From an optimization exercise on the open Yosys and OpenROAD flow, aimed at a short achievable clock period and few clock cycles per item; shortcuts taken in it are not production practice. The RTL was checked by simulation tests, not by an equivalence proof against the original design. Power figures rest on the tool's default switching activity, not on a simulated workload.

==> flow/design.v (excerpt) <==
module virtio_mmio_top
#(
	parameter int ID_W      = 1,
	parameter int QUEUE_NUM = 1
)
(
	input  logic            axi_aclk,
	input  logic            axi_aresetn,
	input  logic [ID_W-1:0] awid,
	input  logic [11:0]     awaddr,
	input  logic [7:0]      awlen,
	input  logic [1:0]      awburst,
	input  logic            awvalid,
	output logic            awready,
	input  logic [31:0]     wdata,
	input  logic            wlast,
	input  logic            wvalid,
	output logic            wready,
	output logic [ID_W-1:0] bid,
	output logic [1:0]      bresp,
	output logic            bvalid,
	input  logic            bready,
	input  logic [ID_W-1:0] arid,
	input  logic [11:0]     araddr,
	input  logic [7:0]      arlen,
	input  logic [1:0]      arburst,
	input  logic            arvalid,
	output logic            arready,
	output logic [ID_W-1:0] rid,
	output logic [31:0]     rdata,
	output logic [1:0]      rresp,
	output logic            rlast,
	output logic            rvalid,
	input  logic            rready,
	output logic            interrupt
);
Size in the first run: about 3,100 cells after synthesis, roughly 590 flip-flops, about 130 I/O pins, roughly 29,000 um2 of cells after synthesis.
export LEC_CHECK = 0
export CAP_MARGIN = 20
export CORE_MARGIN = 2
export CORE_UTILIZATION = 40
export SETUP_SLACK_MARGIN = 3.3
export SLEW_MARGIN = 20
create_clock -name core_clock -period 5.0 [get_ports {axi_aclk}]
standard.sh (not shown) runs the stock make flow with config.mk's settings and CLKGATE_MAP_FILE= SYNTH_SCRIPT=/design/flow/synth_recipe.tcl, a recipe that flattens the netlist after the stock synthesis.
==> flow/flow/run.sh <==
#!/bin/bash
# The standard layout, with two sizing options changed so timing repair can
# work on the port buffers: port buffers start as buf_4 instead of a delay
# cell, and resizing may change a cell's footprint.
set -euo pipefail
bash standard.sh MATCH_CELL_FOOTPRINT=0 "BUFFER_PORTS_ARGS=-buffer_cell sky130_fd_sc_hd__buf_4" finish > standard_flow.log 2>&1
Testbench counts at the start, summed over its fixed seeds: cycles 8,757, items 11,627.
Rerun with:
==> flow/run.sh (new file) <==
#!/bin/bash
# synth_recipe.tcl (not shown) runs the flow's synth.tcl, then flattens the netlist and writes it again
# the make line also repeats each setting of config.mk as NAME=value (left out here)
make -C /OpenROAD-flow-scripts/flow DESIGN_CONFIG=/design/flow/config.mk WORK_HOME=/design/flow/orfs CLKGATE_MAP_FILE= SYNTH_SCRIPT=/design/flow/synth_recipe.tcl finish
removed: flow/flow/run.sh
removed: flow/standard.sh
The new run went through all stages and came out clean.
Routed wire length came out lower by a few percent.
Design area came out lower slightly.
Worst hold slack is about the same.
Total power came out lower slightly.
First-iteration DRC count came out lower by roughly a tenth.
Worst setup slack got worse by 0.22 ns.
Non-clock buffer count came out higher by 3.
Clock-buffer cell count came out higher by 4.
Global-route usage came out lower by 1.3 points.
Register-to-register slack got worse by 0.10 ns.

* * *

Setup of the baseline:
Another version of the RTL of virtio_mmio_top (not shown whole).
Size in the first run: ~650 flip-flops, about 0.030 mm² of cells after synthesis.
Settings: LEC_CHECK=0, ABC_CLOCK_PERIOD_IN_PS=2000, CAP_MARGIN=20, CORE_MARGIN=2, CORE_UTILIZATION=40, SETUP_SLACK_MARGIN=3.0, SLEW_MARGIN=20; clock period 5.0 ns.
run.sh (not shown) runs the stock make flow with config.mk's settings and CLKGATE_MAP_FILE= SYNTH_SCRIPT=/design/flow/synth_recipe.tcl, a recipe that flattens the netlist after the stock synthesis.
Stock flow here: none of the scripts above is used.
Every stage of the flow completed for the baseline, and the final layout passed the timing, design-rule and antenna checks.
Testbench counts of the baseline, summed over its fixed seeds: cycles 8,757, items 11,627.
For the candidate, these inputs were changed with respect to the baseline:
==> flow/flow/run.sh (new file) <==
#!/bin/bash
# The standard layout, with two sizing options changed so timing repair can
# work on the port buffers: port buffers start as buf_4 instead of a delay
# cell, and resizing may change a cell's footprint.
set -euo pipefail
bash standard.sh MATCH_CELL_FOOTPRINT=0 "BUFFER_PORTS_ARGS=-buffer_cell sky130_fd_sc_hd__buf_4" finish > standard_flow.log 2>&1
==> flow/standard.sh (new file) <==
#!/bin/bash
# synth_recipe.tcl (not shown) runs the flow's synth.tcl, then flattens the netlist and writes it again
# the make line also repeats each setting of config.mk as NAME=value (left out here)
make -C /OpenROAD-flow-scripts/flow DESIGN_CONFIG=/design/flow/config.mk WORK_HOME=/design/flow/orfs CLKGATE_MAP_FILE= SYNTH_SCRIPT=/design/flow/synth_recipe.tcl "${@:-finish}"
removed: flow/run.sh
[summary]
- Compared with the baseline, the candidate shows a lower overall global routing resource usage.
- Half-perimeter wire length of the detailed placement result sits higher in the candidate than in the baseline.
- Delta (the candidate minus the baseline): power density over the cells increased by about 2.4% relative to the old numbers; total length of routed wires went down 1.9%; core utilization decreased by 0.49 points relative to the old numbers.
- In the candidate, combinational power is lower than in the baseline.
- The higher actual transition at the worst max-transition pin of the candidate and the baseline is in the candidate.

## port drivers added, routing unchanged
No port has a modelled driver above. Below, the same layouts with a new extraction and two added sets of constraints.
Step 1: set_driving_cell puts a clkbuf_16 on axi_aclk and a buf_2 on each other input, an assumption about the parent block.
Step 2 moves the port delays by t, midway between the first and last clock arrival at a register: inputs arrive t later, outputs are due t later. That takes back most of the time a late clock gives input paths.
Three values: ideal, step 1, step 2; two values: the first two.
| run | shift t [ns] | setup WS [ns] | worst setup path at the end | worst data-port slew with drivers (ns) |
|---|---|---|---|---|
| the first run of note 1 | 0.678 | 2.876 / 2.760 / 2.082 | input to register | 0.23 |
| the second run of note 1 | 0.669 | 2.652 / 2.571 / 1.902 | input to register | 0.25 |
| the baseline | 0.688 | 2.602 / 2.576 / 1.888 | input to register | 0.20 |
| the candidate | 0.689 | 2.694 / 2.610 / 1.921 | input to register | 0.23 |
After both steps every run listed still meets setup and hold. For the first run of note 1, which loses most, drivers alone change the setup slack by -0.116 ns; drivers and shift together by -0.794 ns.
